This design comes from an exercise in tuning for small area, a short achievable clock period and few clock cycles per item on the open sky130 flow, not from production work.
Only simulation tests tie the RTL to the original design; equivalence was not proved.
No activity file was given, so power comes from the tool's default toggle rates.

==> design/flow/config.mk <==
export PLATFORM = sky130hd
export DESIGN_NAME = codec2_frame_encoder
export DESIGN_NICKNAME = codec2_frame_encoder
export VERILOG_FILES = /design/flow/design.v
export SDC_FILE = /design/flow/constraint.sdc
export NUM_CORES = 4
export LEC_CHECK = 0
export CAP_MARGIN = 20
export CORE_MARGIN = 2
export CORE_UTILIZATION = 40
export SETUP_SLACK_MARGIN = 5
export SLEW_MARGIN = 20
==> design/flow/constraint.sdc <==
create_clock -name core_clock -period 8.0 [get_ports {clk}]
set_input_delay 1.6000 -clock core_clock [delete_from_list [all_inputs] [get_ports {clk}]]
set_output_delay 1.6000 -clock core_clock [all_outputs]
set_load 0.01 [all_outputs]
==> design/flow/design.v <==
package lsp_pkg;
	typedef logic [16-1:0] lsp_t;
	typedef logic [$clog2(16)-1:0] lsp_index_t;
	function automatic lsp_t lsp_codebook(input int row, input int entry);
		lsp_codebook = 16'hffff;
		case (row)
			0:
				case (entry)
					0: lsp_codebook = 800;
					1: lsp_codebook = 1000;
					2: lsp_codebook = 1200;
					3: lsp_codebook = 1400;
					4: lsp_codebook = 1600;
					5: lsp_codebook = 1800;
					6: lsp_codebook = 2000;
					7: lsp_codebook = 2200;
					8: lsp_codebook = 2400;
					9: lsp_codebook = 2600;
					10: lsp_codebook = 2800;
					11: lsp_codebook = 3000;
					12: lsp_codebook = 3200;
					13: lsp_codebook = 3400;
					14: lsp_codebook = 3600;
					15: lsp_codebook = 3800;
					default: lsp_codebook = 16'hffff;
				endcase
			1:
				case (entry)
					0: lsp_codebook = 1600;
					1: lsp_codebook = 1900;
					2: lsp_codebook = 2200;
					3: lsp_codebook = 2500;
					4: lsp_codebook = 2800;
					5: lsp_codebook = 3100;
					6: lsp_codebook = 3400;
					7: lsp_codebook = 3700;
					8: lsp_codebook = 4000;
					9: lsp_codebook = 4300;
					10: lsp_codebook = 4600;
					11: lsp_codebook = 4900;
					12: lsp_codebook = 5200;
					13: lsp_codebook = 5500;
					14: lsp_codebook = 5800;
					15: lsp_codebook = 6100;
					default: lsp_codebook = 16'hffff;
				endcase
			2:
				case (entry)
					0: lsp_codebook = 3000;
					1: lsp_codebook = 3400;
					2: lsp_codebook = 3800;
					3: lsp_codebook = 4200;
					4: lsp_codebook = 4600;
					5: lsp_codebook = 5000;
					6: lsp_codebook = 5400;
					7: lsp_codebook = 5800;
					8: lsp_codebook = 6200;
					9: lsp_codebook = 6600;
					10: lsp_codebook = 7000;
					11: lsp_codebook = 7400;
					12: lsp_codebook = 7800;
					13: lsp_codebook = 8200;
					14: lsp_codebook = 8600;
					15: lsp_codebook = 9000;
					default: lsp_codebook = 16'hffff;
				endcase
			3:
				case (entry)
					0: lsp_codebook = 4000;
					1: lsp_codebook = 4500;
					2: lsp_codebook = 5000;
					3: lsp_codebook = 5500;
					4: lsp_codebook = 6000;
					5: lsp_codebook = 6500;
					6: lsp_codebook = 7000;
					7: lsp_codebook = 7500;
					8: lsp_codebook = 8000;
					9: lsp_codebook = 8500;
					10: lsp_codebook = 9000;
					11: lsp_codebook = 9500;
					12: lsp_codebook = 10000;
					13: lsp_codebook = 10500;
					14: lsp_codebook = 11000;
					15: lsp_codebook = 11500;
					default: lsp_codebook = 16'hffff;
				endcase
			4:
				case (entry)
					0: lsp_codebook = 6000;
					1: lsp_codebook = 6600;
					2: lsp_codebook = 7200;
					3: lsp_codebook = 7800;
					4: lsp_codebook = 8400;
					5: lsp_codebook = 9000;
					6: lsp_codebook = 9600;
					7: lsp_codebook = 10200;
					8: lsp_codebook = 10800;
					9: lsp_codebook = 11400;
					10: lsp_codebook = 12000;
					11: lsp_codebook = 12600;
					12: lsp_codebook = 13200;
					13: lsp_codebook = 13800;
					14: lsp_codebook = 14400;
					15: lsp_codebook = 15000;
					default: lsp_codebook = 16'hffff;
				endcase
			5:
				case (entry)
					0: lsp_codebook = 8000;
					1: lsp_codebook = 8700;
					2: lsp_codebook = 9400;
					3: lsp_codebook = 10100;
					4: lsp_codebook = 10800;
					5: lsp_codebook = 11500;
					6: lsp_codebook = 12200;
					7: lsp_codebook = 12900;
					8: lsp_codebook = 13600;
					9: lsp_codebook = 14300;
					10: lsp_codebook = 15000;
					11: lsp_codebook = 15700;
					12: lsp_codebook = 16400;
					13: lsp_codebook = 17100;
					14: lsp_codebook = 17800;
					15: lsp_codebook = 18500;
					default: lsp_codebook = 16'hffff;
				endcase
			6:
				case (entry)
					0: lsp_codebook = 10000;
					1: lsp_codebook = 10800;
					2: lsp_codebook = 11600;
					3: lsp_codebook = 12400;
					4: lsp_codebook = 13200;
					5: lsp_codebook = 14000;
					6: lsp_codebook = 14800;
					7: lsp_codebook = 15600;
					8: lsp_codebook = 16400;
					9: lsp_codebook = 17200;
					10: lsp_codebook = 18000;
					11: lsp_codebook = 18800;
					12: lsp_codebook = 19600;
					13: lsp_codebook = 20400;
					14: lsp_codebook = 21200;
					15: lsp_codebook = 22000;
					default: lsp_codebook = 16'hffff;
				endcase
			7:
				case (entry)
					0: lsp_codebook = 14000;
					1: lsp_codebook = 15200;
					2: lsp_codebook = 16400;
					3: lsp_codebook = 17600;
					4: lsp_codebook = 18800;
					5: lsp_codebook = 20000;
					6: lsp_codebook = 21200;
					7: lsp_codebook = 22400;
					default: lsp_codebook = 16'hffff;
				endcase
			8:
				case (entry)
					0: lsp_codebook = 18000;
					1: lsp_codebook = 19500;
					2: lsp_codebook = 21000;
					3: lsp_codebook = 22500;
					4: lsp_codebook = 24000;
					5: lsp_codebook = 25500;
					6: lsp_codebook = 27000;
					7: lsp_codebook = 28500;
					default: lsp_codebook = 16'hffff;
				endcase
			9:
				case (entry)
					0: lsp_codebook = 24000;
					1: lsp_codebook = 28000;
					2: lsp_codebook = 32000;
					3: lsp_codebook = 36000;
					default: lsp_codebook = 16'hffff;
				endcase
			default: lsp_codebook = 16'hffff;
		endcase
	endfunction
	function automatic int lsp_cb_size(input int row);
		if (row < 7)
			lsp_cb_size = 16;
		else if (row < 9)
			lsp_cb_size = 8;
		else
			lsp_cb_size = 4;
	endfunction
	function automatic int lsp_index_bits(input int row);
		if (row < 7)
			lsp_index_bits = 4;
		else if (row < 9)
			lsp_index_bits = 3;
		else
			lsp_index_bits = 2;
	endfunction
endpackage
package frame_pkg;
	typedef enum logic [1:0]
	{
		IDLE,
		QUANT,
		DONE
	} enc_state_t;
	typedef logic [48-1:0] frame_bits_t;
	typedef logic [8-1:0] woe_index_t;
endpackage
module lsp_lane0
(
	input  logic [15:0] value,
	output logic [3:0] gray
);
	logic n21, n22, n23, n24, n25, n26, n27,
		n28, n29, n30, n31, n32, n33, n34, n35,
		n36, n37, n38, n39, n40, n41, n42, n43,
		n44, n45, n46, n47, n48, n49, n50, n51,
		n52, n53, n54, n55, n56, n57, n58, n59,
		n60, n61, n62, n63, n64, n65, n66, n67,
		n68, n69, n70, n71, n72, n73, n74, n76,
		n77, n78, n79, n80, n81, n82, n83, n84,
		n85, n86, n87, n88, n89, n90, n91, n92,
		n93, n94, n96, n97, n98, n99, n100,
		n101, n102, n104, n105, n106, n107;
	assign n21 = ~value[8] & ~value[9];
	assign n22 = ~value[0] & ~value[1];
	assign n23 = value[2] & ~n22;
	assign n24 = ~value[3] & ~n23;
	assign n25 = ~value[4] & n24;
	assign n26 = value[5] & ~n25;
	assign n27 = ~value[6] & ~value[8];
	assign n28 = ~n26 & n27;
	assign n29 = ~value[7] & ~value[8];
	assign n30 = value[9] & ~n29;
	assign n31 = value[4] & ~n24;
	assign n32 = ~value[5] & ~n31;
	assign n33 = ~value[6] & n32;
	assign n34 = ~value[7] & n33;
	assign n35 = ~n30 & ~n34;
	assign n36 = ~n28 & ~n35;
	assign n37 = ~n21 & ~n36;
	assign n38 = ~value[12] & ~value[13];
	assign n39 = ~value[14] & ~value[15];
	assign n40 = n38 & n39;
	assign n41 = ~value[11] & n40;
	assign n42 = n25 & n33;
	assign n43 = value[7] & value[8];
	assign n44 = ~n42 & n43;
	assign n45 = ~value[10] & ~n44;
	assign n46 = n41 & ~n45;
	assign n47 = ~n37 & n46;
	assign n48 = value[6] & value[7];
	assign n49 = n26 & n48;
	assign n50 = n21 & ~n49;
	assign n51 = value[5] & n31;
	assign n52 = value[6] & value[9];
	assign n53 = n51 & n52;
	assign n54 = value[11] & n40;
	assign n55 = value[10] & n54;
	assign n56 = ~n30 & n55;
	assign n57 = ~n53 & n56;
	assign n58 = ~n50 & n57;
	assign n59 = ~value[6] & n29;
	assign n60 = ~n51 & n59;
	assign n61 = value[8] & n52;
	assign n62 = ~n32 & n61;
	assign n63 = value[6] & n43;
	assign n64 = ~value[9] & ~n63;
	assign n65 = ~value[5] & ~value[9];
	assign n66 = n25 & n65;
	assign n67 = ~n64 & ~n66;
	assign n68 = ~n62 & n67;
	assign n69 = ~n60 & ~n68;
	assign n70 = ~value[10] & n54;
	assign n71 = value[9] & n43;
	assign n72 = n70 & ~n71;
	assign n73 = ~n69 & n72;
	assign n74 = ~n58 & ~n73;
	assign gray[0] = n47 | ~n74;
	assign n76 = value[3] & n23;
	assign n77 = ~value[4] & ~n76;
	assign n78 = ~value[5] & n77;
	assign n79 = value[6] & ~n78;
	assign n80 = ~value[7] & n21;
	assign n81 = ~n79 & n80;
	assign n82 = value[5] & ~n77;
	assign n83 = n61 & n82;
	assign n84 = value[10] & n41;
	assign n85 = ~n71 & n84;
	assign n86 = ~n83 & n85;
	assign n87 = ~n81 & n86;
	assign n88 = n27 & n78;
	assign n89 = n30 & n70;
	assign n90 = ~n88 & n89;
	assign n91 = n43 & n82;
	assign n92 = n55 & n64;
	assign n93 = ~n91 & n92;
	assign n94 = ~n90 & ~n93;
	assign gray[1] = n87 | ~n94;
	assign n96 = value[4] & n76;
	assign n97 = n65 & ~n96;
	assign n98 = n54 & n97;
	assign n99 = n60 & n98;
	assign n100 = ~n64 & n84;
	assign n101 = ~n97 & n100;
	assign n102 = ~n70 & ~n101;
	assign gray[2] = n99 | ~n102;
	assign n104 = n49 & n96;
	assign n105 = ~value[10] & n21;
	assign n106 = n40 & n105;
	assign n107 = ~n104 & n106;
	assign gray[3] = ~n41 & ~n107;
endmodule
module lsp_lane1
(
	input  logic [15:0] value,
	output logic [3:0] gray
);
	logic n21, n22, n23, n24, n25, n26, n27,
		n28, n29, n30, n31, n32, n33, n34, n35,
		n36, n37, n38, n39, n40, n41, n42, n43,
		n44, n45, n46, n47, n48, n49, n50, n51,
		n52, n53, n54, n55, n56, n57, n58, n59,
		n60, n61, n62, n63, n64, n65, n66, n67,
		n68, n69, n70, n71, n72, n73, n74, n75,
		n76, n77, n78, n80, n81, n82, n83, n84,
		n85, n86, n87, n88, n89, n90, n91, n92,
		n93, n94, n95, n96, n97, n98, n99,
		n100, n101, n102, n103, n105, n106, n107,
		n108, n109, n110, n111, n112, n113, n114,
		n115, n116, n117, n119, n120, n121, n122,
		n123;
	assign n21 = value[0] & value[1];
	assign n22 = value[2] & n21;
	assign n23 = value[3] & n22;
	assign n24 = value[4] & value[6];
	assign n25 = value[7] & n24;
	assign n26 = value[5] & ~value[10];
	assign n27 = ~n25 & ~n26;
	assign n28 = n23 & ~n27;
	assign n29 = value[5] & value[6];
	assign n30 = value[7] & n29;
	assign n31 = value[4] & value[5];
	assign n32 = ~value[10] & n31;
	assign n33 = ~n30 & ~n32;
	assign n34 = ~value[6] & ~value[7];
	assign n35 = ~value[10] & ~n34;
	assign n36 = n33 & ~n35;
	assign n37 = ~n28 & n36;
	assign n38 = value[8] & ~n37;
	assign n39 = value[9] & ~n38;
	assign n40 = value[7] & value[9];
	assign n41 = ~value[10] & n40;
	assign n42 = ~value[3] & ~n22;
	assign n43 = ~value[5] & ~value[6];
	assign n44 = ~value[4] & n43;
	assign n45 = n42 & n44;
	assign n46 = n41 & ~n45;
	assign n47 = n38 & ~n46;
	assign n48 = ~value[13] & ~value[14];
	assign n49 = ~value[15] & n48;
	assign n50 = ~value[12] & n49;
	assign n51 = value[11] & n50;
	assign n52 = ~n47 & n51;
	assign n53 = ~n39 & n52;
	assign n54 = value[8] & value[9];
	assign n55 = n23 & n31;
	assign n56 = value[10] & n34;
	assign n57 = ~n55 & n56;
	assign n58 = n54 & ~n57;
	assign n59 = ~value[11] & n49;
	assign n60 = value[12] & n59;
	assign n61 = ~n23 & n44;
	assign n62 = n41 & ~n61;
	assign n63 = n60 & ~n62;
	assign n64 = ~n58 & n63;
	assign n65 = n25 & ~n42;
	assign n66 = ~value[8] & ~n30;
	assign n67 = ~n65 & n66;
	assign n68 = value[9] & value[10];
	assign n69 = ~value[12] & n68;
	assign n70 = n59 & n69;
	assign n71 = ~n67 & n70;
	assign n72 = ~n64 & ~n71;
	assign n73 = ~n25 & n42;
	assign n74 = ~n33 & ~n73;
	assign n75 = ~value[8] & ~value[9];
	assign n76 = ~n35 & n75;
	assign n77 = ~n74 & n76;
	assign n78 = ~n72 & ~n77;
	assign gray[0] = n53 | n78;
	assign n80 = ~value[2] & ~n21;
	assign n81 = ~value[3] & n80;
	assign n82 = n31 & ~n81;
	assign n83 = ~value[6] & ~n82;
	assign n84 = value[7] & ~n83;
	assign n85 = n75 & ~n84;
	assign n86 = value[10] & ~n85;
	assign n87 = ~value[4] & n81;
	assign n88 = ~value[7] & ~value[8];
	assign n89 = n43 & n88;
	assign n90 = ~value[9] & ~value[10];
	assign n91 = n89 & n90;
	assign n92 = n87 & n91;
	assign n93 = n51 & ~n92;
	assign n94 = ~n86 & n93;
	assign n95 = n29 & ~n87;
	assign n96 = ~value[7] & ~n95;
	assign n97 = value[8] & ~n96;
	assign n98 = n90 & ~n97;
	assign n99 = value[4] & ~n81;
	assign n100 = n89 & ~n99;
	assign n101 = n68 & ~n100;
	assign n102 = n60 & ~n101;
	assign n103 = ~n98 & n102;
	assign gray[1] = n94 | n103;
	assign n105 = ~value[10] & n60;
	assign n106 = value[3] & ~n80;
	assign n107 = n24 & n106;
	assign n108 = ~value[10] & ~n29;
	assign n109 = n88 & n108;
	assign n110 = ~n107 & n109;
	assign n111 = n51 & ~n90;
	assign n112 = ~n110 & n111;
	assign n113 = ~n105 & ~n112;
	assign n114 = ~value[6] & ~n106;
	assign n115 = ~value[11] & n54;
	assign n116 = ~n114 & n115;
	assign n117 = n84 & n116;
	assign gray[2] = ~n113 & ~n117;
	assign n119 = ~value[7] & n44;
	assign n120 = ~n106 & n119;
	assign n121 = value[10] & value[11];
	assign n122 = n54 & n121;
	assign n123 = ~n120 & n122;
	assign gray[3] = ~n50 | n123;
endmodule
module lsp_lane2
(
	input  logic [15:0] value,
	output logic [3:0] gray
);
	logic n21, n22, n23, n24, n25, n26, n27,
		n28, n29, n30, n31, n32, n33, n34, n35,
		n36, n37, n38, n39, n40, n41, n42, n43,
		n44, n45, n46, n47, n48, n49, n50, n51,
		n52, n53, n54, n55, n56, n57, n58, n59,
		n60, n61, n62, n63, n64, n65, n66, n67,
		n68, n69, n70, n71, n72, n73, n74, n75,
		n76, n78, n79, n80, n81, n82, n83, n84,
		n85, n86, n87, n88, n89, n90, n91, n92,
		n93, n94, n95, n96, n97, n99, n100,
		n101, n102, n103, n104, n105, n106, n107,
		n109, n110, n111, n112, n113;
	assign n21 = ~value[14] & ~value[15];
	assign n22 = ~value[10] & ~value[11];
	assign n23 = ~value[12] & value[13];
	assign n24 = n22 & n23;
	assign n25 = n21 & n24;
	assign n26 = ~value[0] & ~value[1];
	assign n27 = ~value[2] & ~value[3];
	assign n28 = n26 & n27;
	assign n29 = ~value[4] & n28;
	assign n30 = value[5] & ~n29;
	assign n31 = value[6] & n30;
	assign n32 = ~value[7] & ~value[8];
	assign n33 = ~n31 & n32;
	assign n34 = value[9] & ~n33;
	assign n35 = n25 & ~n34;
	assign n36 = value[7] & value[8];
	assign n37 = n31 & n36;
	assign n38 = ~value[9] & ~n37;
	assign n39 = value[10] & ~n38;
	assign n40 = ~value[5] & n29;
	assign n41 = value[6] & ~n40;
	assign n42 = value[7] & value[9];
	assign n43 = n41 & n42;
	assign n44 = value[8] & value[9];
	assign n45 = ~value[10] & ~n44;
	assign n46 = ~n43 & n45;
	assign n47 = value[12] & ~n46;
	assign n48 = ~n39 & n47;
	assign n49 = ~value[6] & n40;
	assign n50 = ~value[7] & ~value[9];
	assign n51 = n49 & n50;
	assign n52 = ~value[10] & ~n51;
	assign n53 = value[11] & value[12];
	assign n54 = ~value[6] & ~n30;
	assign n55 = ~value[9] & n32;
	assign n56 = n54 & n55;
	assign n57 = n53 & ~n56;
	assign n58 = ~n52 & n57;
	assign n59 = ~value[8] & ~value[9];
	assign n60 = value[7] & value[10];
	assign n61 = ~n49 & n60;
	assign n62 = n59 & ~n61;
	assign n63 = value[7] & n44;
	assign n64 = ~n54 & n63;
	assign n65 = value[10] & value[11];
	assign n66 = ~n53 & ~n65;
	assign n67 = ~n64 & ~n66;
	assign n68 = ~n62 & n67;
	assign n69 = ~n58 & ~n68;
	assign n70 = ~n48 & n69;
	assign n71 = ~value[13] & n21;
	assign n72 = n41 & n44;
	assign n73 = ~n63 & ~n72;
	assign n74 = n58 & n73;
	assign n75 = n71 & ~n74;
	assign n76 = ~n70 & n75;
	assign gray[0] = n35 | n76;
	assign n78 = value[12] & n71;
	assign n79 = value[4] & ~n28;
	assign n80 = ~value[5] & ~n79;
	assign n81 = value[6] & ~n80;
	assign n82 = n55 & ~n81;
	assign n83 = ~value[11] & ~n82;
	assign n84 = ~value[6] & n80;
	assign n85 = n42 & ~n84;
	assign n86 = n46 & ~n85;
	assign n87 = ~n83 & ~n86;
	assign n88 = ~n22 & ~n87;
	assign n89 = n78 & ~n88;
	assign n90 = n32 & n84;
	assign n91 = value[9] & n65;
	assign n92 = n71 & n91;
	assign n93 = ~n90 & n92;
	assign n94 = value[7] & n81;
	assign n95 = n25 & n59;
	assign n96 = ~n94 & n95;
	assign n97 = ~n93 & ~n96;
	assign gray[1] = n89 | ~n97;
	assign n99 = value[5] & n79;
	assign n100 = ~value[6] & ~value[9];
	assign n101 = ~n99 & n100;
	assign n102 = ~n59 & ~n101;
	assign n103 = n22 & ~n36;
	assign n104 = ~n102 & n103;
	assign n105 = ~n50 & n65;
	assign n106 = n102 & n105;
	assign n107 = n78 & ~n106;
	assign gray[2] = ~n104 & n107;
	assign n109 = ~value[7] & ~n99;
	assign n110 = value[10] & value[12];
	assign n111 = ~n109 & n110;
	assign n112 = ~n73 & n111;
	assign n113 = ~n53 & n71;
	assign gray[3] = n112 | ~n113;
endmodule
module lsp_lane3
(
	input  logic [15:0] value,
	output logic [3:0] gray
);
	logic n21, n22, n23, n24, n25, n26, n27,
		n28, n29, n30, n31, n32, n33, n34, n35,
		n36, n37, n38, n39, n40, n41, n42, n43,
		n44, n45, n46, n47, n48, n49, n50, n51,
		n52, n53, n54, n55, n56, n57, n58, n59,
		n60, n61, n62, n63, n64, n65, n66, n67,
		n68, n69, n70, n71, n72, n73, n74, n76,
		n77, n78, n79, n80, n81, n82, n83, n84,
		n85, n86, n87, n88, n89, n90, n91, n92,
		n93, n94, n95, n96, n97, n98, n99,
		n100, n102, n103, n104, n105, n106, n107,
		n108, n109, n110, n111, n112, n114, n115,
		n116, n117, n118, n119;
	assign n21 = ~value[7] & ~value[8];
	assign n22 = ~value[9] & n21;
	assign n23 = value[0] & value[1];
	assign n24 = ~value[2] & ~n23;
	assign n25 = value[3] & ~n24;
	assign n26 = ~value[4] & ~n25;
	assign n27 = value[11] & ~n26;
	assign n28 = value[5] & value[6];
	assign n29 = n27 & n28;
	assign n30 = n22 & ~n29;
	assign n31 = value[4] & n25;
	assign n32 = ~value[6] & ~value[11];
	assign n33 = ~n31 & n32;
	assign n34 = ~value[5] & ~value[8];
	assign n35 = ~value[9] & n34;
	assign n36 = n33 & n35;
	assign n37 = value[10] & ~n36;
	assign n38 = ~value[3] & n24;
	assign n39 = ~value[4] & ~value[6];
	assign n40 = n38 & n39;
	assign n41 = value[10] & n40;
	assign n42 = n36 & ~n41;
	assign n43 = ~n37 & ~n42;
	assign n44 = ~n30 & n43;
	assign n45 = value[4] & value[6];
	assign n46 = ~n38 & n45;
	assign n47 = ~n28 & ~n46;
	assign n48 = value[11] & ~n47;
	assign n49 = value[10] & ~n48;
	assign n50 = n30 & n49;
	assign n51 = ~n44 & ~n50;
	assign n52 = ~value[14] & ~value[15];
	assign n53 = ~value[13] & n52;
	assign n54 = value[12] & n53;
	assign n55 = ~value[5] & ~value[6];
	assign n56 = ~n40 & ~n55;
	assign n57 = ~value[12] & value[13];
	assign n58 = n52 & n57;
	assign n59 = ~value[11] & n58;
	assign n60 = ~value[7] & n59;
	assign n61 = ~n56 & n60;
	assign n62 = ~n54 & ~n61;
	assign n63 = ~n51 & ~n62;
	assign n64 = ~n27 & n55;
	assign n65 = ~n33 & ~n64;
	assign n66 = n22 & ~n65;
	assign n67 = value[5] & value[7];
	assign n68 = value[8] & n67;
	assign n69 = value[9] & value[11];
	assign n70 = n68 & n69;
	assign n71 = n46 & n70;
	assign n72 = ~value[10] & n58;
	assign n73 = ~n71 & n72;
	assign n74 = ~n66 & n73;
	assign gray[0] = n63 | n74;
	assign n76 = n34 & ~n58;
	assign n77 = ~n21 & ~n76;
	assign n78 = value[2] & n23;
	assign n79 = value[3] & n78;
	assign n80 = n39 & ~n79;
	assign n81 = ~n55 & n58;
	assign n82 = n21 & ~n81;
	assign n83 = ~n80 & ~n82;
	assign n84 = ~n77 & ~n83;
	assign n85 = value[9] & ~n84;
	assign n86 = ~value[10] & ~n85;
	assign n87 = value[11] & ~n86;
	assign n88 = ~n54 & ~n58;
	assign n89 = ~n54 & n68;
	assign n90 = ~value[9] & ~n89;
	assign n91 = n21 & ~n28;
	assign n92 = ~n54 & n91;
	assign n93 = n45 & n79;
	assign n94 = n54 & ~n91;
	assign n95 = ~n93 & ~n94;
	assign n96 = ~n92 & n95;
	assign n97 = ~n90 & ~n96;
	assign n98 = value[11] & ~n97;
	assign n99 = n86 & ~n98;
	assign n100 = ~n88 & ~n99;
	assign gray[1] = ~n87 & n100;
	assign n102 = value[9] & value[10];
	assign n103 = ~value[3] & ~n78;
	assign n104 = value[4] & ~n103;
	assign n105 = n21 & ~n104;
	assign n106 = n102 & ~n105;
	assign n107 = ~n91 & n106;
	assign n108 = ~value[11] & ~n107;
	assign n109 = n54 & ~n108;
	assign n110 = ~n55 & n102;
	assign n111 = n59 & ~n110;
	assign n112 = ~n106 & n111;
	assign gray[2] = n109 | n112;
	assign n114 = ~value[4] & n103;
	assign n115 = value[6] & ~n114;
	assign n116 = n91 & ~n115;
	assign n117 = value[11] & value[12];
	assign n118 = n102 & n117;
	assign n119 = ~n116 & n118;
	assign gray[3] = ~n53 | n119;
endmodule
module lsp_lane4
(
	input  logic [15:0] value,
	output logic [3:0] gray
);
	logic n21, n22, n23, n24, n25, n26, n27,
		n28, n29, n30, n31, n32, n33, n34, n35,
		n36, n37, n38, n39, n40, n41, n42, n43,
		n44, n45, n46, n47, n48, n49, n50, n51,
		n52, n53, n54, n55, n56, n57, n58, n59,
		n60, n61, n62, n63, n64, n65, n66, n67,
		n68, n69, n70, n71, n72, n73, n74, n75,
		n76, n77, n78, n79, n80, n81, n82, n84,
		n85, n86, n87, n88, n89, n90, n91, n92,
		n93, n94, n95, n96, n97, n98, n99,
		n100, n101, n102, n103, n104, n105, n106,
		n107, n108, n109, n111, n112, n113, n114,
		n115, n116, n117, n118, n119, n120, n121,
		n123, n124, n125, n126, n127, n128;
	assign n21 = ~value[14] & ~value[15];
	assign n22 = value[12] & n21;
	assign n23 = ~value[5] & value[13];
	assign n24 = value[6] & value[8];
	assign n25 = ~n23 & n24;
	assign n26 = value[11] & ~n25;
	assign n27 = value[5] & ~value[13];
	assign n28 = ~value[0] & ~value[1];
	assign n29 = value[2] & ~n28;
	assign n30 = value[3] & n29;
	assign n31 = ~value[4] & ~n30;
	assign n32 = ~n27 & n31;
	assign n33 = ~n26 & ~n32;
	assign n34 = value[7] & value[8];
	assign n35 = value[11] & ~n34;
	assign n36 = ~value[8] & ~value[10];
	assign n37 = ~value[5] & ~value[6];
	assign n38 = ~value[7] & n37;
	assign n39 = n36 & n38;
	assign n40 = ~n35 & ~n39;
	assign n41 = ~value[10] & ~value[13];
	assign n42 = value[10] & value[13];
	assign n43 = ~value[9] & ~n42;
	assign n44 = ~n41 & n43;
	assign n45 = ~n40 & n44;
	assign n46 = ~n33 & n45;
	assign n47 = ~value[8] & ~value[9];
	assign n48 = value[4] & n30;
	assign n49 = ~n23 & n48;
	assign n50 = ~value[6] & ~n27;
	assign n51 = ~n49 & n50;
	assign n52 = value[7] & ~n51;
	assign n53 = n47 & ~n52;
	assign n54 = value[10] & value[11];
	assign n55 = value[11] & ~value[13];
	assign n56 = ~n42 & ~n55;
	assign n57 = ~n54 & ~n56;
	assign n58 = ~n53 & n57;
	assign n59 = ~n46 & ~n58;
	assign n60 = n22 & ~n59;
	assign n61 = value[5] & value[9];
	assign n62 = ~n48 & ~n61;
	assign n63 = n24 & ~n62;
	assign n64 = value[9] & ~n35;
	assign n65 = ~value[10] & ~n64;
	assign n66 = ~n63 & n65;
	assign n67 = value[5] & value[7];
	assign n68 = ~n31 & n67;
	assign n69 = value[6] & value[7];
	assign n70 = ~value[8] & ~n69;
	assign n71 = ~n68 & n70;
	assign n72 = value[9] & value[10];
	assign n73 = ~value[11] & n72;
	assign n74 = ~n71 & n73;
	assign n75 = value[13] & n21;
	assign n76 = ~value[12] & n75;
	assign n77 = ~value[9] & ~value[10];
	assign n78 = ~value[11] & n67;
	assign n79 = n77 & ~n78;
	assign n80 = n76 & ~n79;
	assign n81 = ~n74 & n80;
	assign n82 = ~n66 & n81;
	assign gray[0] = n60 | n82;
	assign n84 = ~value[3] & ~n29;
	assign n85 = value[4] & ~n84;
	assign n86 = value[5] & n85;
	assign n87 = n69 & n86;
	assign n88 = n36 & ~n87;
	assign n89 = n55 & ~n77;
	assign n90 = n22 & n89;
	assign n91 = ~n88 & n90;
	assign n92 = n38 & ~n85;
	assign n93 = value[8] & value[9];
	assign n94 = ~n92 & n93;
	assign n95 = value[12] & ~n94;
	assign n96 = ~value[5] & ~n85;
	assign n97 = value[6] & ~n96;
	assign n98 = ~value[7] & n47;
	assign n99 = ~n97 & n98;
	assign n100 = value[10] & ~n99;
	assign n101 = ~n95 & n100;
	assign n102 = ~value[11] & n75;
	assign n103 = ~n101 & n102;
	assign n104 = ~n91 & ~n103;
	assign n105 = ~value[6] & ~n86;
	assign n106 = n34 & ~n105;
	assign n107 = ~value[9] & ~n106;
	assign n108 = n54 & n76;
	assign n109 = ~n107 & n108;
	assign gray[1] = ~n104 | n109;
	assign n111 = ~value[4] & n84;
	assign n112 = value[5] & ~n111;
	assign n113 = value[6] & n112;
	assign n114 = ~value[7] & n36;
	assign n115 = ~n113 & n114;
	assign n116 = ~value[6] & ~n112;
	assign n117 = n34 & n72;
	assign n118 = ~n116 & n117;
	assign n119 = ~n77 & ~n118;
	assign n120 = ~n115 & n119;
	assign n121 = ~n104 & ~n120;
	assign gray[2] = n76 | n121;
	assign n123 = n38 & n111;
	assign n124 = value[8] & ~n123;
	assign n125 = n77 & ~n124;
	assign n126 = value[11] & ~n125;
	assign n127 = ~value[12] & ~n126;
	assign n128 = value[13] & ~n127;
	assign gray[3] = ~n21 | n128;
endmodule
module lsp_lane5
(
	input  logic [15:0] value,
	output logic [3:0] gray
);
	logic n21, n22, n23, n24, n25, n26, n27,
		n28, n29, n30, n31, n32, n33, n34, n35,
		n36, n37, n38, n39, n40, n41, n42, n43,
		n44, n45, n46, n47, n48, n49, n50, n51,
		n52, n53, n54, n55, n56, n57, n58, n59,
		n60, n61, n62, n63, n64, n65, n66, n67,
		n68, n69, n70, n71, n72, n73, n74, n75,
		n76, n77, n78, n79, n80, n81, n82, n83,
		n84, n85, n86, n87, n88, n89, n91, n92,
		n93, n94, n95, n96, n97, n98, n99,
		n100, n101, n102, n103, n104, n105, n106,
		n107, n108, n109, n110, n111, n112, n113,
		n114, n115, n116, n117, n118, n120, n121,
		n122, n123, n124, n125, n126, n127, n129,
		n130, n131, n132, n133;
	assign n21 = ~value[9] & ~value[10];
	assign n22 = ~value[8] & n21;
	assign n23 = value[5] & value[6];
	assign n24 = value[0] & value[1];
	assign n25 = ~value[2] & ~n24;
	assign n26 = ~value[3] & n25;
	assign n27 = value[6] & ~n26;
	assign n28 = value[4] & n27;
	assign n29 = ~n23 & ~n28;
	assign n30 = value[7] & ~n29;
	assign n31 = n22 & ~n30;
	assign n32 = value[11] & ~n31;
	assign n33 = ~value[5] & ~value[6];
	assign n34 = value[2] & n24;
	assign n35 = value[3] & n34;
	assign n36 = value[4] & n35;
	assign n37 = n33 & ~n36;
	assign n38 = value[7] & ~n37;
	assign n39 = n22 & ~n38;
	assign n40 = value[9] & value[10];
	assign n41 = ~value[3] & ~n34;
	assign n42 = value[4] & ~n41;
	assign n43 = ~value[7] & ~value[8];
	assign n44 = n33 & n43;
	assign n45 = ~n42 & n44;
	assign n46 = n40 & ~n45;
	assign n47 = ~n39 & ~n46;
	assign n48 = ~n32 & ~n47;
	assign n49 = n23 & n36;
	assign n50 = n43 & ~n49;
	assign n51 = n48 & ~n50;
	assign n52 = value[8] & value[9];
	assign n53 = value[7] & n52;
	assign n54 = n23 & n53;
	assign n55 = n42 & n54;
	assign n56 = ~value[10] & value[11];
	assign n57 = ~n55 & n56;
	assign n58 = value[12] & ~n22;
	assign n59 = ~value[4] & n41;
	assign n60 = ~value[7] & n21;
	assign n61 = ~value[6] & n60;
	assign n62 = ~value[5] & n61;
	assign n63 = n59 & n62;
	assign n64 = n58 & ~n63;
	assign n65 = ~n57 & n64;
	assign n66 = ~n51 & n65;
	assign n67 = ~value[14] & ~value[15];
	assign n68 = value[13] & n67;
	assign n69 = ~value[4] & ~n35;
	assign n70 = n23 & ~n69;
	assign n71 = n60 & ~n70;
	assign n72 = ~value[11] & ~value[12];
	assign n73 = ~value[13] & value[14];
	assign n74 = ~value[15] & n73;
	assign n75 = n72 & n74;
	assign n76 = ~n71 & n75;
	assign n77 = ~n22 & n76;
	assign n78 = ~n68 & ~n77;
	assign n79 = n33 & n69;
	assign n80 = n53 & ~n79;
	assign n81 = n57 & ~n80;
	assign n82 = ~n48 & ~n81;
	assign n83 = value[7] & n23;
	assign n84 = ~n59 & n83;
	assign n85 = ~value[8] & ~n84;
	assign n86 = n76 & n85;
	assign n87 = ~value[12] & ~n86;
	assign n88 = ~n82 & n87;
	assign n89 = ~n78 & ~n88;
	assign gray[0] = ~n66 & n89;
	assign n91 = n32 & n40;
	assign n92 = value[3] & ~n25;
	assign n93 = ~value[4] & ~n92;
	assign n94 = ~value[5] & n93;
	assign n95 = value[6] & ~n94;
	assign n96 = n43 & ~n95;
	assign n97 = n91 & ~n96;
	assign n98 = ~value[10] & ~value[11];
	assign n99 = ~n53 & n98;
	assign n100 = ~n23 & ~n92;
	assign n101 = n52 & ~n100;
	assign n102 = ~n29 & n101;
	assign n103 = n99 & ~n102;
	assign n104 = ~value[12] & ~n103;
	assign n105 = ~n97 & n104;
	assign n106 = value[4] & value[5];
	assign n107 = n92 & n106;
	assign n108 = n61 & ~n107;
	assign n109 = value[11] & n58;
	assign n110 = ~n108 & n109;
	assign n111 = ~n105 & ~n110;
	assign n112 = n68 & ~n111;
	assign n113 = value[5] & ~n93;
	assign n114 = ~value[6] & n43;
	assign n115 = ~n113 & n114;
	assign n116 = value[10] & ~n115;
	assign n117 = ~n40 & n75;
	assign n118 = ~n116 & n117;
	assign gray[1] = n112 | n118;
	assign n120 = ~n26 & n106;
	assign n121 = ~value[6] & ~value[8];
	assign n122 = ~n120 & n121;
	assign n123 = value[12] & ~n43;
	assign n124 = ~n122 & n123;
	assign n125 = n91 & n124;
	assign n126 = ~value[12] & ~n32;
	assign n127 = n68 & ~n126;
	assign gray[2] = ~n125 & n127;
	assign n129 = ~n27 & n98;
	assign n130 = ~n95 & n129;
	assign n131 = value[12] & value[13];
	assign n132 = ~n99 & n131;
	assign n133 = ~n130 & n132;
	assign gray[3] = ~n67 | n133;
endmodule
module lsp_lane6
(
	input  logic [15:0] value,
	output logic [3:0] gray
);
	logic n21, n22, n23, n24, n25, n26, n27,
		n28, n29, n30, n31, n32, n33, n34, n35,
		n36, n37, n38, n39, n40, n41, n42, n43,
		n44, n45, n46, n47, n48, n49, n50, n51,
		n52, n53, n54, n55, n56, n57, n58, n59,
		n60, n61, n62, n63, n64, n65, n66, n67,
		n68, n69, n70, n71, n72, n73, n74, n75,
		n76, n77, n78, n79, n80, n81, n82, n83,
		n84, n85, n86, n87, n89, n90, n91, n92,
		n93, n94, n95, n97, n98, n99, n100,
		n101, n102, n104, n105, n106, n107, n108,
		n109;
	assign n21 = ~value[13] & value[14];
	assign n22 = value[8] & value[11];
	assign n23 = value[9] & n22;
	assign n24 = ~value[0] & ~value[1];
	assign n25 = ~value[2] & ~value[3];
	assign n26 = ~value[4] & n25;
	assign n27 = n24 & n26;
	assign n28 = ~value[5] & n27;
	assign n29 = ~value[6] & n28;
	assign n30 = ~value[7] & n29;
	assign n31 = n23 & ~n30;
	assign n32 = value[10] & value[11];
	assign n33 = ~n31 & ~n32;
	assign n34 = value[6] & ~n28;
	assign n35 = value[7] & n34;
	assign n36 = ~value[10] & ~n35;
	assign n37 = value[13] & ~value[14];
	assign n38 = ~n36 & n37;
	assign n39 = ~n33 & n38;
	assign n40 = ~n21 & ~n39;
	assign n41 = ~value[10] & ~value[11];
	assign n42 = ~value[8] & ~value[9];
	assign n43 = ~value[11] & n42;
	assign n44 = ~n35 & n43;
	assign n45 = ~n41 & ~n44;
	assign n46 = value[12] & ~value[15];
	assign n47 = n37 & n46;
	assign n48 = n45 & n47;
	assign n49 = n40 & ~n48;
	assign n50 = ~n40 & n45;
	assign n51 = value[5] & ~n27;
	assign n52 = ~value[6] & ~n51;
	assign n53 = ~value[7] & n52;
	assign n54 = value[8] & ~value[9];
	assign n55 = value[10] & n54;
	assign n56 = n53 & n55;
	assign n57 = value[6] & n51;
	assign n58 = ~value[7] & ~n57;
	assign n59 = value[10] & n42;
	assign n60 = ~n23 & ~n59;
	assign n61 = ~n58 & ~n60;
	assign n62 = n46 & ~n61;
	assign n63 = ~n56 & n62;
	assign n64 = ~n50 & n63;
	assign n65 = ~n49 & n64;
	assign n66 = value[9] & value[10];
	assign n67 = value[8] & n66;
	assign n68 = value[11] & ~n67;
	assign n69 = n37 & n68;
	assign n70 = ~n53 & n66;
	assign n71 = n68 & ~n70;
	assign n72 = n21 & ~n71;
	assign n73 = ~n69 & ~n72;
	assign n74 = ~value[9] & ~value[10];
	assign n75 = ~n22 & n74;
	assign n76 = value[7] & ~n43;
	assign n77 = ~n52 & n76;
	assign n78 = n75 & ~n77;
	assign n79 = value[13] & n66;
	assign n80 = ~value[11] & n67;
	assign n81 = ~n79 & ~n80;
	assign n82 = value[7] & ~n81;
	assign n83 = n57 & n82;
	assign n84 = ~value[12] & ~value[15];
	assign n85 = ~n83 & n84;
	assign n86 = ~n78 & n85;
	assign n87 = ~n73 & n86;
	assign gray[0] = n65 | n87;
	assign n89 = n34 & ~n43;
	assign n90 = n75 & ~n76;
	assign n91 = ~n89 & n90;
	assign n92 = n65 & n91;
	assign n93 = n50 & n84;
	assign n94 = ~value[11] & n47;
	assign n95 = ~n93 & ~n94;
	assign gray[1] = n92 | ~n95;
	assign n97 = ~value[8] & n30;
	assign n98 = value[9] & ~n97;
	assign n99 = n41 & ~n98;
	assign n100 = n47 & ~n99;
	assign n101 = n21 & n84;
	assign n102 = n33 & n101;
	assign gray[2] = n100 | n102;
	assign n104 = value[7] & ~n29;
	assign n105 = ~value[8] & ~n104;
	assign n106 = value[11] & value[12];
	assign n107 = n79 & n106;
	assign n108 = ~n105 & n107;
	assign n109 = ~value[14] & ~value[15];
	assign gray[3] = n108 | ~n109;
endmodule
module lsp_lane7
(
	input  logic [15:0] value,
	output logic [3:0] gray
);
	logic n22, n23, n24, n25, n26, n27, n28,
		n29, n30, n31, n32, n33, n34, n35, n36,
		n37, n38, n39, n40, n41, n42, n43, n44,
		n45, n46, n47, n48, n49, n50, n51, n52,
		n53, n54, n55, n56, n57, n58, n59, n60,
		n61, n63, n64, n65, n66, n67, n68, n69,
		n70, n71, n72, n73, n74, n76, n77, n78,
		n79, n80, n81, n82;
	assign n22 = ~value[13] & ~value[15];
	assign n23 = value[11] & value[12];
	assign n24 = value[14] & ~n23;
	assign n25 = n22 & n24;
	assign n26 = ~value[0] & ~value[1];
	assign n27 = ~value[2] & n26;
	assign n28 = value[3] & ~n27;
	assign n29 = ~value[4] & ~n28;
	assign n30 = value[5] & ~n29;
	assign n31 = value[6] & n30;
	assign n32 = ~value[7] & ~value[8];
	assign n33 = ~n31 & n32;
	assign n34 = value[9] & ~n33;
	assign n35 = ~value[5] & n29;
	assign n36 = value[8] & value[9];
	assign n37 = value[6] & value[7];
	assign n38 = n36 & n37;
	assign n39 = ~n35 & n38;
	assign n40 = ~value[10] & ~n39;
	assign n41 = ~value[11] & n40;
	assign n42 = ~n34 & n41;
	assign n43 = ~value[6] & ~value[7];
	assign n44 = ~value[9] & n43;
	assign n45 = ~n30 & n44;
	assign n46 = ~value[8] & ~value[9];
	assign n47 = value[10] & ~n46;
	assign n48 = ~n45 & n47;
	assign n49 = value[12] & ~n48;
	assign n50 = value[11] & ~n40;
	assign n51 = ~n49 & ~n50;
	assign n52 = ~n42 & n51;
	assign n53 = n25 & ~n52;
	assign n54 = ~value[10] & n44;
	assign n55 = n35 & n54;
	assign n56 = ~value[10] & n46;
	assign n57 = ~value[14] & ~value[15];
	assign n58 = value[13] & n23;
	assign n59 = n57 & n58;
	assign n60 = ~n56 & n59;
	assign n61 = ~n55 & n60;
	assign gray[0] = n53 | n61;
	assign n63 = value[4] & n28;
	assign n64 = value[5] & n63;
	assign n65 = value[6] & n64;
	assign n66 = ~value[7] & n56;
	assign n67 = ~n65 & n66;
	assign n68 = value[12] & ~n67;
	assign n69 = n25 & ~n68;
	assign n70 = ~value[6] & ~n64;
	assign n71 = value[7] & ~n70;
	assign n72 = ~value[9] & ~n71;
	assign n73 = n47 & n59;
	assign n74 = ~n72 & n73;
	assign gray[1] = n69 | n74;
	assign n76 = ~value[5] & n43;
	assign n77 = ~n63 & n76;
	assign n78 = value[10] & n36;
	assign n79 = ~n77 & n78;
	assign n80 = ~value[11] & ~value[12];
	assign n81 = n22 & n80;
	assign n82 = ~n79 & n81;
	assign gray[2] = ~n57 & ~n82;
	assign gray[3] = 1'b0;
endmodule
module lsp_lane8
(
	input  logic [15:0] value,
	output logic [3:0] gray
);
	logic n22, n23, n24, n25, n26, n27, n28,
		n29, n30, n31, n32, n33, n34, n35, n36,
		n37, n38, n39, n40, n41, n42, n43, n44,
		n45, n46, n47, n48, n49, n50, n51, n52,
		n53, n54, n55, n56, n57, n58, n59, n60,
		n62, n63, n64, n65, n66, n67, n68, n69,
		n70, n71, n72, n73, n74, n75, n76, n77,
		n78, n79, n80, n81, n82, n84, n85, n86,
		n87, n88, n89, n90, n91;
	assign n22 = value[7] & value[13];
	assign n23 = ~value[8] & ~value[9];
	assign n24 = ~n22 & n23;
	assign n25 = value[4] & value[13];
	assign n26 = value[0] & value[1];
	assign n27 = value[2] & n26;
	assign n28 = ~n25 & ~n27;
	assign n29 = ~value[4] & ~value[13];
	assign n30 = value[5] & ~n29;
	assign n31 = ~value[3] & ~n25;
	assign n32 = n30 & ~n31;
	assign n33 = ~n28 & n32;
	assign n34 = ~value[6] & ~value[9];
	assign n35 = ~n33 & n34;
	assign n36 = ~n24 & ~n35;
	assign n37 = ~value[7] & ~value[13];
	assign n38 = value[8] & ~n37;
	assign n39 = ~value[11] & ~value[13];
	assign n40 = value[11] & value[13];
	assign n41 = ~n39 & ~n40;
	assign n42 = ~value[10] & n41;
	assign n43 = ~n38 & n42;
	assign n44 = ~n36 & n43;
	assign n45 = ~value[3] & n28;
	assign n46 = value[6] & ~n37;
	assign n47 = n30 & n46;
	assign n48 = ~n45 & n47;
	assign n49 = n24 & ~n48;
	assign n50 = value[10] & ~n41;
	assign n51 = ~n49 & n50;
	assign n52 = value[11] & value[12];
	assign n53 = value[12] & ~value[13];
	assign n54 = ~value[12] & value[13];
	assign n55 = ~value[11] & ~n54;
	assign n56 = ~n53 & n55;
	assign n57 = value[14] & ~value[15];
	assign n58 = ~n56 & n57;
	assign n59 = ~n52 & n58;
	assign n60 = ~n51 & n59;
	assign gray[0] = ~n44 & n60;
	assign n62 = ~value[2] & ~n26;
	assign n63 = value[3] & ~n62;
	assign n64 = ~value[5] & ~n63;
	assign n65 = ~value[3] & n62;
	assign n66 = value[4] & ~n65;
	assign n67 = ~value[5] & ~n66;
	assign n68 = ~n64 & ~n67;
	assign n69 = ~value[6] & ~value[7];
	assign n70 = ~n68 & n69;
	assign n71 = value[9] & value[10];
	assign n72 = value[8] & n71;
	assign n73 = ~n70 & n72;
	assign n74 = value[11] & ~n53;
	assign n75 = ~n73 & n74;
	assign n76 = ~value[4] & ~value[6];
	assign n77 = n64 & n76;
	assign n78 = value[7] & ~n77;
	assign n79 = ~value[8] & ~n78;
	assign n80 = value[13] & n71;
	assign n81 = ~n79 & n80;
	assign n82 = n58 & ~n81;
	assign gray[1] = ~n75 & n82;
	assign n84 = value[6] & value[7];
	assign n85 = ~n67 & n84;
	assign n86 = ~value[8] & ~n85;
	assign n87 = value[9] & ~n86;
	assign n88 = ~value[10] & ~n87;
	assign n89 = n52 & ~n88;
	assign n90 = ~value[13] & ~n89;
	assign n91 = value[14] & ~n90;
	assign gray[2] = value[15] | n91;
	assign gray[3] = 1'b0;
endmodule
module lsp_lane9
(
	input  logic [15:0] value,
	output logic [3:0] gray
);
	logic n22, n23, n24, n25, n26, n27, n28,
		n29, n30, n31, n32, n33, n34, n35, n36,
		n37, n38, n39, n40, n41, n42, n43, n44,
		n45, n47, n48, n49, n50, n51, n52, n53;
	assign n22 = value[9] & value[10];
	assign n23 = ~value[11] & ~n22;
	assign n24 = ~value[12] & n23;
	assign n25 = ~value[0] & ~value[1];
	assign n26 = ~value[2] & ~value[3];
	assign n27 = n25 & n26;
	assign n28 = value[4] & ~n27;
	assign n29 = ~value[5] & ~n28;
	assign n30 = ~value[6] & n29;
	assign n31 = value[8] & value[10];
	assign n32 = value[7] & n31;
	assign n33 = ~n30 & n32;
	assign n34 = n24 & ~n33;
	assign n35 = value[13] & value[14];
	assign n36 = ~value[15] & n35;
	assign n37 = ~n34 & n36;
	assign n38 = value[6] & value[7];
	assign n39 = value[10] & n38;
	assign n40 = ~n29 & n39;
	assign n41 = ~value[13] & ~value[14];
	assign n42 = value[15] & n41;
	assign n43 = ~n31 & n42;
	assign n44 = n24 & n43;
	assign n45 = ~n40 & n44;
	assign gray[0] = n37 | n45;
	assign n47 = value[5] & n28;
	assign n48 = ~value[6] & ~value[7];
	assign n49 = ~n47 & n48;
	assign n50 = n31 & ~n49;
	assign n51 = n23 & ~n50;
	assign n52 = value[12] & n35;
	assign n53 = ~n51 & n52;
	assign gray[1] = value[15] | n53;
	assign gray[2] = 1'b0;
	assign gray[3] = 1'b0;
endmodule
module lsp_scalar_quantizer
#(
	parameter int unsigned lane_num = 0
)
(
	input  lsp_pkg::lsp_t value,
	output lsp_pkg::lsp_index_t gray
);
	case (lane_num)
		0: begin : g_l0 lsp_lane0 u_lane (.value(value), .gray(gray)); end
		1: begin : g_l1 lsp_lane1 u_lane (.value(value), .gray(gray)); end
		2: begin : g_l2 lsp_lane2 u_lane (.value(value), .gray(gray)); end
		3: begin : g_l3 lsp_lane3 u_lane (.value(value), .gray(gray)); end
		4: begin : g_l4 lsp_lane4 u_lane (.value(value), .gray(gray)); end
		5: begin : g_l5 lsp_lane5 u_lane (.value(value), .gray(gray)); end
		6: begin : g_l6 lsp_lane6 u_lane (.value(value), .gray(gray)); end
		7: begin : g_l7 lsp_lane7 u_lane (.value(value), .gray(gray)); end
		8: begin : g_l8 lsp_lane8 u_lane (.value(value), .gray(gray)); end
		9: begin : g_l9 lsp_lane9 u_lane (.value(value), .gray(gray)); end
		default: begin : g_none assign gray = '0; end
	endcase
endmodule
module frame_packer
(
	input  logic [10*16-1:0] lsp_in,
	input  logic voiced_first,
	input  logic voiced_second,
	input  frame_pkg::woe_index_t woe_index,
	output frame_pkg::frame_bits_t frame_word
);
	localparam int iw = $clog2(16);
	logic [10*iw-1:0] lane_gray;
	for (genvar g = 0; g < 10; g++)
	begin : g_lane
		lsp_scalar_quantizer #(.lane_num(g)) u_quant
		(
			.value (lsp_in[g*16 +: 16]),
			.gray (lane_gray[g*iw +: iw])
		);
	end
	always_comb
	begin
		int pos;
		frame_word = '0;
		frame_word[48-1] = voiced_first;
		frame_word[48-2] = voiced_second;
		frame_word[48-3 -: 8] = woe_index ^ (woe_index >> 1);
		pos = 48 - 2 - 8;
		for (int l = 0; l < 10; l++)
		begin
			pos = pos - lsp_pkg::lsp_index_bits(l);
			for (int b = 0; b < lsp_pkg::lsp_index_bits(l); b++)
				frame_word[pos + b] = lane_gray[l*iw + b];
		end
	end
endmodule
module codec2_frame_encoder
(
	input  logic clk,
	input  logic rst,
	input  logic start,
	input  logic [10*16-1:0] lsp_in,
	input  logic voiced_first,
	input  logic voiced_second,
	input  frame_pkg::woe_index_t woe_index,
	output frame_pkg::frame_bits_t encoded_bits,
	output logic done_frame
);
	logic busy;
	logic accept;
	frame_pkg::frame_bits_t frame_word;
	frame_pkg::frame_bits_t word_q;
	assign accept = start && !busy;
	frame_packer u_packer
	(
		.lsp_in (lsp_in),
		.voiced_first (voiced_first),
		.voiced_second (voiced_second),
		.woe_index (woe_index),
		.frame_word (frame_word)
	);
	always_ff @(posedge clk or negedge rst)
	begin
		if (!rst)
		begin
			busy <= 1'b0;
			done_frame <= 1'b0;
			word_q <= '0;
		end
		else
		begin
			busy <= accept;
			if (accept)
				done_frame <= 1'b1;
			if (accept)
				word_q <= frame_word;
		end
	end
	assign encoded_bits = word_q;
endmodule
==> design/flow/flow/run.sh <==
#!/bin/bash
# The standard layout, with the port buffers made from the smallest plain
# buffer instead of the delay buffer buffer_ports picks by default; the
# resizer upsizes them where timing or slew needs it.
set -euo pipefail
export BUFFER_PORTS_ARGS="-buffer_cell sky130_fd_sc_hd__buf_1"
bash standard.sh SETUP_SLACK_MARGIN=5.3 finish > standard.log 2>&1
==> design/flow/standard.sh <==
#!/bin/bash
# synth_recipe.tcl (not shown) runs the flow's synth.tcl, then flattens the netlist and writes it again
# the make line also repeats each setting of config.mk as NAME=value (left out here)
make -C /OpenROAD-flow-scripts/flow DESIGN_CONFIG=/design/flow/config.mk WORK_HOME=/design/flow/orfs CLKGATE_MAP_FILE= SYNTH_SCRIPT=/design/flow/synth_recipe.tcl "${@:-finish}"
==> report_table.html, run 1 <==
<table>
<tr><th>Metric</th><th>Value</th></tr>
<tr><th colspan="2">Timing</th></tr>
<tr><td>Worst-case headroom to the max-slew limit</td><td>0.558</td></tr>
<tr><td>Setup repair after global routing missed its margin</td><td>yes</td></tr>
<tr><td>Number of endpoints with negative hold slack in the final report</td><td>0</td></tr>
<tr><td>Clock skew</td><td>0.00542 ns</td></tr>
<tr><td>Min cycle time layout</td><td>2.85 ns</td></tr>
<tr><td>Final setup slack of the worst path</td><td>5.15 ns</td></tr>
<tr><td>Count of pins over their slew limit</td><td>0</td></tr>
<tr><td>Achievable clock frequency</td><td>0.351 GHz</td></tr>
<tr><td>Setup violation total in the final timing report</td><td>0</td></tr>
<tr><td>Fin crit share</td><td>0.356</td></tr>
<tr><td>Slew of the pin with the lowest slew margin</td><td>0.664 ns</td></tr>
<tr><td>Final setup TNS</td><td>0 ns</td></tr>
<tr><th colspan="2">Hold path</th></tr>
<tr><td>Worst-case hold path end point</td><td>word_q[46]$_DFFE_PN0P_</td></tr>
<tr><td>Path category of the worst min-delay check</td><td>reg -&gt; reg</td></tr>
<tr><td>Number of cells on the worst hold path</td><td>2</td></tr>
<tr><td>Hold wc startpoint</td><td>word_q[46]$_DFFE_PN0P_</td></tr>
<tr><th colspan="2">CTS</th></tr>
<tr><td>Deepest clock path buffer count</td><td>2</td></tr>
<tr><td>Count of hold-fix buffers inserted at cts</td><td>0</td></tr>
<tr><td>H-tree depth reported by CTS</td><td>2</td></tr>
<tr><td>CTS Root Buffer Type</td><td>sky130_fd_sc_hd__clkbuf_16</td></tr>
<tr><td>Clock buffers created by TritonCTS</td><td>5</td></tr>
<tr><td>Clock tree from TritonCTS</td><td>done</td></tr>
<tr><td>Clock-pin transition on the worst setup and hold timing paths</td><td>~0.070 ns</td></tr>
<tr><td>Clock latency on the worst-skew pair</td><td>about 0.29 ns</td></tr>
<tr><td># clock sinks</td><td>48</td></tr>
<tr><th colspan="2">Synth</th></tr>
<tr><td>Register bit total from synthesis</td><td>48</td></tr>
<tr><td>FFs w/ async S/R, synth</td><td>1.00</td></tr>
<tr><td>Yosys cell types</td><td>78</td></tr>
<tr><td>Synthesized area divided by synthesized cell count</td><td>~7 sq um</td></tr>
<tr><td>Post-synth EDFFs</td><td>0</td></tr>
<tr><td>Share of synthesized area occupied by flip-flops and latches</td><td>0.229</td></tr>
<tr><td>Number of cells produced by synthesis</td><td>748</td></tr>
<tr><td>Area of the mapped netlist</td><td>5240 sq um</td></tr>
<tr><td>Yosys Warn Count</td><td>2</td></tr>
<tr><td>Main flop type after synthesis</td><td>sky130_fd_sc_hd__dfrtp_1</td></tr>
<tr><th colspan="2">Die</th></tr>
<tr><td>Core Rows</td><td>41</td></tr>
<tr><td>Die width</td><td>118 um</td></tr>
<tr><td>Die height</td><td>~120 um</td></tr>
<tr><td>Core Area</td><td>12700 sq um</td></tr>
<tr><td>Overall die area</td><td>14000 sq um</td></tr>
<tr><td>I/O pin count</td><td>222</td></tr>
<tr><td>Initial core utilization</td><td>0.412</td></tr>
<tr><th colspan="2">Layout</th></tr>
<tr><td>Final standard cell utilization of the core</td><td>0.546</td></tr>
<tr><td>Signed area change from the synthesized netlist to the final layout</td><td>32.7%</td></tr>
<tr><td>Register area</td><td>1200 sq um</td></tr>
<tr><td>Top library cells by usage in the layout, fill and taps aside</td><td>171 x sky130_fd_sc_hd__buf_1, 86 x sky130_fd_sc_hd__nand2_1, 73 x sky130_fd_sc_hd__nor2_1, 56 x sky130_fd_sc_hd__a21oi_1, 48 x sky130_fd_sc_hd__dfrtp_1</td></tr>
<tr><td>Count of fill cells added during filler insertion</td><td>~1300</td></tr>
<tr><td>Area taken by multi-input logic gates</td><td>4130 sq um</td></tr>
<tr><td>Number of nets in the final layout</td><td>1104</td></tr>
<tr><td>Diodes inserted</td><td>0</td></tr>
<tr><td>Most frequent standard cell in the layout excluding fill and tap cells</td><td>sky130_fd_sc_hd__buf_1</td></tr>
<tr><td>Final Non-Filler Cells</td><td>1104</td></tr>
<tr><td>Fraction of final layout cells sized beyond drive strength 1</td><td>0.158</td></tr>
<tr><th colspan="2">GRT</th></tr>
<tr><td>Maximum number of pins on one net before global-route repair</td><td>between 60 and 70</td></tr>
<tr><td>Overall track demand over capacity in global routing</td><td>0.231</td></tr>
<tr><td>Most used routing layer</td><td>met2</td></tr>
<tr><td>Global-route wire length before repair</td><td>27.8 mm</td></tr>
<tr><td>Fraction of met1 tracks used by global routing</td><td>0.332</td></tr>
<tr><td>M2 GR Usage</td><td>0.371</td></tr>
<tr><td>Overflow after GRT</td><td>0</td></tr>
<tr><td>Number of antenna violations at the first check in global routing</td><td>0</td></tr>
<tr><td>Met3 Track Usage GR</td><td>0.0299</td></tr>
<tr><td>Number of global-route vias before repair</td><td>5705</td></tr>
<tr><th colspan="2">Power</th></tr>
<tr><td>PD cells</td><td>124 nW/um^2</td></tr>
<tr><td>Largest voltage drop on the vdd net</td><td>124 uV</td></tr>
<tr><td>Power after layout</td><td>between 0.8 and 0.9 mW</td></tr>
<tr><td>Leakage dissipation</td><td>around 2.5 nW</td></tr>
<tr><th colspan="2">Worst setup path</th></tr>
<tr><td>Required time of the critical path</td><td>just over 8 ns</td></tr>
<tr><td>R2R Path End</td><td>word_q[10]$_DFFE_PN0P_</td></tr>
<tr><td>Kind of launch point of the worst setup path</td><td>input port</td></tr>
<tr><td>Worst Path Arrival</td><td>3.02 ns</td></tr>
<tr><td>FF-to-FF path depth</td><td>8</td></tr>
<tr><td>Launch point of the worst reg-to-reg path</td><td>busy$_DFF_PN0_</td></tr>
<tr><td>Category of the worst setup path capture point</td><td>register</td></tr>
<tr><td>R2R setup slack</td><td>6.27 ns</td></tr>
<tr><td>Critical Setup Path Class</td><td>in -&gt; reg</td></tr>
<tr><td>Crit path max fanout</td><td>4</td></tr>
<tr><th colspan="2">Drt</th></tr>
<tr><td>Post-detailed-route count of antenna-violating nets</td><td>0</td></tr>
<tr><td>Via count normalized by instance count</td><td>6.12</td></tr>
<tr><td>Remaining design rule violation count</td><td>0</td></tr>
<tr><td>Total wire length</td><td>18.2 mm</td></tr>
<tr><td>DRT iter0 DRCs</td><td>between 700 and 800</td></tr>
<tr><td>Average wire per cell in the routed design</td><td>16.5 um</td></tr>
<tr><td>Number of vias in the routed layout</td><td>6753</td></tr>
<tr><td>Count of TritonRoute iterations in the first routing pass</td><td>8</td></tr>
<tr><th colspan="2">Place</th></tr>
<tr><td>Sum of net half-perimeters after detailed placement</td><td>12.5 mm</td></tr>
<tr><td># port buffers</td><td>219</td></tr>
<tr><td>Gp weighted congestion</td><td>0.932</td></tr>
<tr><td>Post-Place Setup Slack</td><td>4.46 ns</td></tr>
<tr><td>Placed cell count</td><td>1079</td></tr>
<tr><th colspan="2">Run</th></tr>
<tr><td>Max cap viols</td><td>0</td></tr>
<tr><th colspan="2">Status</th></tr>
<tr><td>Run status</td><td>complete, no violations</td></tr>
</table>
-- per-layer routing --
layer  vias to the layer above  share of wire
li1                       3230              -
met1                      3146           0.44
met2                       359           0.47
met3                        18          0.077
met4                         0          0.014
met5                         -              0
-- synthesized netlist by cell type (all sizes together), types with 5 or more instances --
cell     count  share of area
dfrtp       48           0.23
o2111ai      9          0.015
a22oi        5         0.0072
nand2b      10          0.013
a21oi       61          0.058
o31ai       15          0.023
nor2        75          0.054
xnor2        7          0.012
o41ai       10          0.018
o22ai        6         0.0072
nor2b       12          0.014
nand4       13          0.016
nor4b        5         0.0084
nand2       87          0.062
o21ai       53          0.051
o311ai       6          0.010
a211oi      16          0.024
or3          7         0.0084
nor4        16          0.019
nor3        28          0.028
and4b        5         0.0098
and2         5         0.0060
and3         6         0.0074
o211ai       8          0.011
o21a        10          0.014
a21o        10          0.015
a31oi       27          0.032
clkbuf      54          0.039
buf         10          0.012
or4          5         0.0086
nand3       33          0.032
inv         11         0.0079
mux2i        5         0.0096
-- layout make-up --
class,instances,area share
multi-input cells,625,0.594
well taps,172,0.0310
repair buffers,239,0.167
inverters,12,0.00702
clock inverters,3,0.00991
clock buffers,5,0.0180
flip-flops and latches,48,0.173
-- flip-flops by register name (all words and copies together) (netlist names) --
| signal | flops |
|---|---|
| word_q | 46 |
| busy | 1 |
| done_frame | 1 |
-- power breakdown --
group	internal (mW)	switching, mW	total [mW]	leakage [nW]
Sequential	0.266	0.0152	0.281	0.590
Clock	0.180	0.0994	0.280	0.0944
Combinational	0.114	0.186	0.301	1.83
-- kinds of logic (layout without fill, tap and decap cells) --
logic type	after synthesis	in the layout	synth area share
other	1	2	0.000716
buffers and inverters	76	259	0.0590
xor gates and xnor gates	9	9	0.0151
DFF	48	48	0.229
and+or+nand+nor	322	322	0.311
adders and majority gates	2	2	0.00382
muxes	5	5	0.00956
AOI/OAI and AO/OA	285	285	0.371
-- timing repair --
action | in CTS | in global routing
pin swaps | 23 | 27
endpoints found under the setup margin | 28 | 27
cloned | 0 | 3
buffers inserted | 9 | 5
gates resized for setup | 38 | 100
-- worst max-delay path, cell delays in order --
cell and delay [ns]:
sky130_fd_sc_hd__buf_6 0.09, sky130_fd_sc_hd__or4_4 0.56, sky130_fd_sc_hd__o21a_4 0.24, sky130_fd_sc_hd__nor4_4 0.17
sky130_fd_sc_hd__a31oi_1 0.07, sky130_fd_sc_hd__o2111ai_1 0.19, sky130_fd_sc_hd__nand3_1 0.10
-- worst max-delay path by stage --
stage               start                      to  slack [ns]
3_3_place_gp        start  word_q[18]$_DFFE_PN0P_        4.48
4_1_cts             start  word_q[18]$_DFFE_PN0P_        5.11
6_report       lsp_in[96]  word_q[10]$_DFFE_PN0P_        5.15
3_5_place_dp        start  word_q[18]$_DFFE_PN0P_        4.46
2_1_floorplan  lsp_in[33]  word_q[26]$_DFFE_PN0P_        4.93
5_1_grt        lsp_in[34]  word_q[26]$_DFFE_PN0P_        5.06
-- metrics by stage --
step	instance area, sq um	hold WS, ns
after floorplan	5360	0.504
after global placement	6130	0.457
after detailed placement	6130	0.463
after CTS	6540	0.480
after global routing	6950	0.502
final	6950	0.474
Testbench counts, summed over its fixed seeds: cycles 776, frames 384.
==> run 2, diff against run 1 <==
--- a/design/flow/flow/run.sh
+++ b/design/flow/flow/run.sh
@@ -6,2 +6,2 @@
 export BUFFER_PORTS_ARGS="-buffer_cell sky130_fd_sc_hd__buf_1"
-bash standard.sh SETUP_SLACK_MARGIN=5.3 finish > standard.log 2>&1
+bash standard.sh SETUP_SLACK_MARGIN=5.6 finish > standard.log 2>&1
==> report_table.html, run 2 <==
<table>
<tr><th>Metric</th><th>Value</th></tr>
<tr><th colspan="2">Status</th></tr>
<tr><td>Run status</td><td>complete, no violations (unchanged)</td></tr>
<tr><th colspan="2">CTS</th></tr>
<tr><td>Clock latency on the worst-skew pair</td><td>0.29 ns (about the same)</td></tr>
<tr><td>Clock buffers created by TritonCTS</td><td>5 (unchanged)</td></tr>
<tr><td>Clock tree from TritonCTS</td><td>done (unchanged)</td></tr>
<tr><th colspan="2">Synth</th></tr>
<tr><td>FFs w/ async S/R, synth</td><td>1.00 (unchanged)</td></tr>
<tr><td>Number of cells produced by synthesis</td><td>748 (unchanged)</td></tr>
<tr><td>Most frequent cells after synthesis</td><td>87 x sky130_fd_sc_hd__nand2_1, 75 x sky130_fd_sc_hd__nor2_1, 61 x sky130_fd_sc_hd__a21oi_1 (unchanged)</td></tr>
<tr><td>Largest area contributor in the synthesized netlist</td><td>sky130_fd_sc_hd__dfrtp_1 (unchanged)</td></tr>
<tr><td>Cells taking the most area after synthesis</td><td>sky130_fd_sc_hd__dfrtp_1 23%, sky130_fd_sc_hd__nand2_1 6.2%, sky130_fd_sc_hd__a21oi_1 5.8% (unchanged)</td></tr>
<tr><th colspan="2">Worst setup path</th></tr>
<tr><td>Cells along the critical path</td><td>buf_1 &gt; or4_4 &gt; and4b_2 &gt; nor3b_4 &gt; a31oi_1 &gt; a211oi_2 &gt; o22a_1 (was buf_6 &gt; or4_4 &gt; o21a_4 &gt; nor4_4 &gt; a31oi_1 &gt; o2111ai_1 &gt; nand3_1)</td></tr>
<tr><td>Required time of the critical path</td><td>8.18 ns (was 8.17 ns)</td></tr>
<tr><th colspan="2">Layout</th></tr>
<tr><td>Register area</td><td>1200 sq um (unchanged)</td></tr>
<tr><td>Post-Layout Inst Area</td><td>7930 sq um (was 6950 sq um)</td></tr>
<tr><td>Most frequent standard cell in the layout excluding fill and tap cells</td><td>sky130_fd_sc_hd__buf_1 (unchanged)</td></tr>
<tr><td>Top library cells by usage in the layout, fill and taps aside</td><td>108 x sky130_fd_sc_hd__buf_1, 85 x sky130_fd_sc_hd__nand2_1, 68 x sky130_fd_sc_hd__nor2_1, 63 x sky130_fd_sc_hd__buf_4 (was 171 x sky130_fd_sc_hd__buf_1, 86 x sky130_fd_sc_hd__nand2_1, 73 x sky130_fd_sc_hd__nor2_1, 56 x sky130_fd_sc_hd__a21oi_1, 48 x sky130_fd_sc_hd__dfrtp_1)</td></tr>
<tr><th colspan="2">GRT</th></tr>
<tr><td>Number of antenna violations at the first check in global routing</td><td>0 (unchanged)</td></tr>
<tr><th colspan="2">Place</th></tr>
<tr><td>Post-Place Setup Slack</td><td>4.43 ns (was 4.46 ns)</td></tr>
<tr><th colspan="2">Drt</th></tr>
<tr><td>Remaining design rule violation count</td><td>0 (unchanged)</td></tr>
<tr><td>DRT iter0 DRCs</td><td>726 (was 775)</td></tr>
<tr><td>Count of TritonRoute iterations in the first routing pass</td><td>6 (was 8)</td></tr>
<tr><td>Total wire length</td><td>19.9 mm (was 18.2 mm)</td></tr>
<tr><td>Post-detailed-route count of antenna-violating nets</td><td>0 (unchanged)</td></tr>
<tr><th colspan="2">Timing</th></tr>
<tr><td>Worst-case headroom to the max-slew limit</td><td>0.564 (was 0.558)</td></tr>
</table>
[run 2: cell counts after synthesis]
No cell type changed its count.
[run 2: per-layer routing]
layer / global-route usage / part of all wire
met5: 0 / 0
met3: 0.0309 / 0.074
met4: 0.0960 / 0.029
met1: 0.332 / 0.40
met2: 0.445 / 0.50
[run 2: layout make-up]
class	instances	area share
Clock buffer	7	0.0180
Clock inverter	1	0.000947
Inverter	12	0.00616
Multi-Input combinational cell	625	0.566
Sequential cell	48	0.152
Tap cell	172	0.0271
Timing Repair Buffer	285	0.230
[run 2: cells by family (layout without fill, tap and decap cells)]
logic type / Yosys count / count (layout) / share of synthesized area
multiplexers: 5 / 5 / 0.00956
AND/OR/NAND/NOR: 322 / 322 / 0.311
adder cells (fa/ha/maj): 2 / 2 / 0.00382
flip-flops: 48 / 48 / 0.229
buffers and inverters: 76 / 305 / 0.0590
other: 1 / 2 / 0.000716
AO/OA/AOI/OAI: 285 / 285 / 0.371
XOR/XNOR: 9 / 9 / 0.0151
[run 2: path summary, 6_finish.rpt]
kind | start | to | depth (start not counted)
setup / recovery | lsp_in[33] | word_q[26]$_DFFE_PN0P_ | 7
hold / removal | done_frame$_DFFE_PN0P_ | done_frame$_DFFE_PN0P_ | 1
setup reg to reg | busy$_DFF_PN0_ | word_q[10]$_DFFE_PN0P_ | 8
hold reg to reg | done_frame$_DFFE_PN0P_ | done_frame$_DFFE_PN0P_ | 1
max in group asynchronous | rst | word_q[10]$_DFFE_PN0P_ | 2
min in group asynchronous | rst | word_q[28]$_DFFE_PN0P_ | 1
[run 2: what timing repair did]
action,in CTS,in global routing
gates cloned,3,0
pin swaps,49,63
setup endpoints to repair,84,82
resized for setup,157,157
setup buffers,29,31
[run 2: per-stage QoR]
step	std cells	hold slack [ns]	power (mW)	util
6_report	1150	0.468	0.878	0.623
5_1_grt	1150	0.488	0.925	0.623
4_1_cts	1119	0.477	0.832	0.568
3_5_place_dp	1079	0.462	0.554	0.491
3_3_place_gp	1079	0.454	0.548	0.491
2_1_floorplan	749	0.504	0.451	-
[run 2: worst max-delay path: cells and delay by family]
family / cells / cell delay [ns]
AND/OR/NAND/NOR: 3 / 0.98
AO/OA/AOI/OAI: 3 / 0.40
buffers and inverters: 1 / 0.07
[run 2: power groups by stage]
stage          sequential (mW)  combinational, mW  clock (mW)
2_1_floorplan            0.294              0.157           0
3_3_place_gp             0.286              0.262           0
3_5_place_dp             0.286              0.268           0
4_1_cts                  0.283              0.327       0.222
5_1_grt                  0.286              0.409       0.230
6_report                 0.284              0.378       0.217
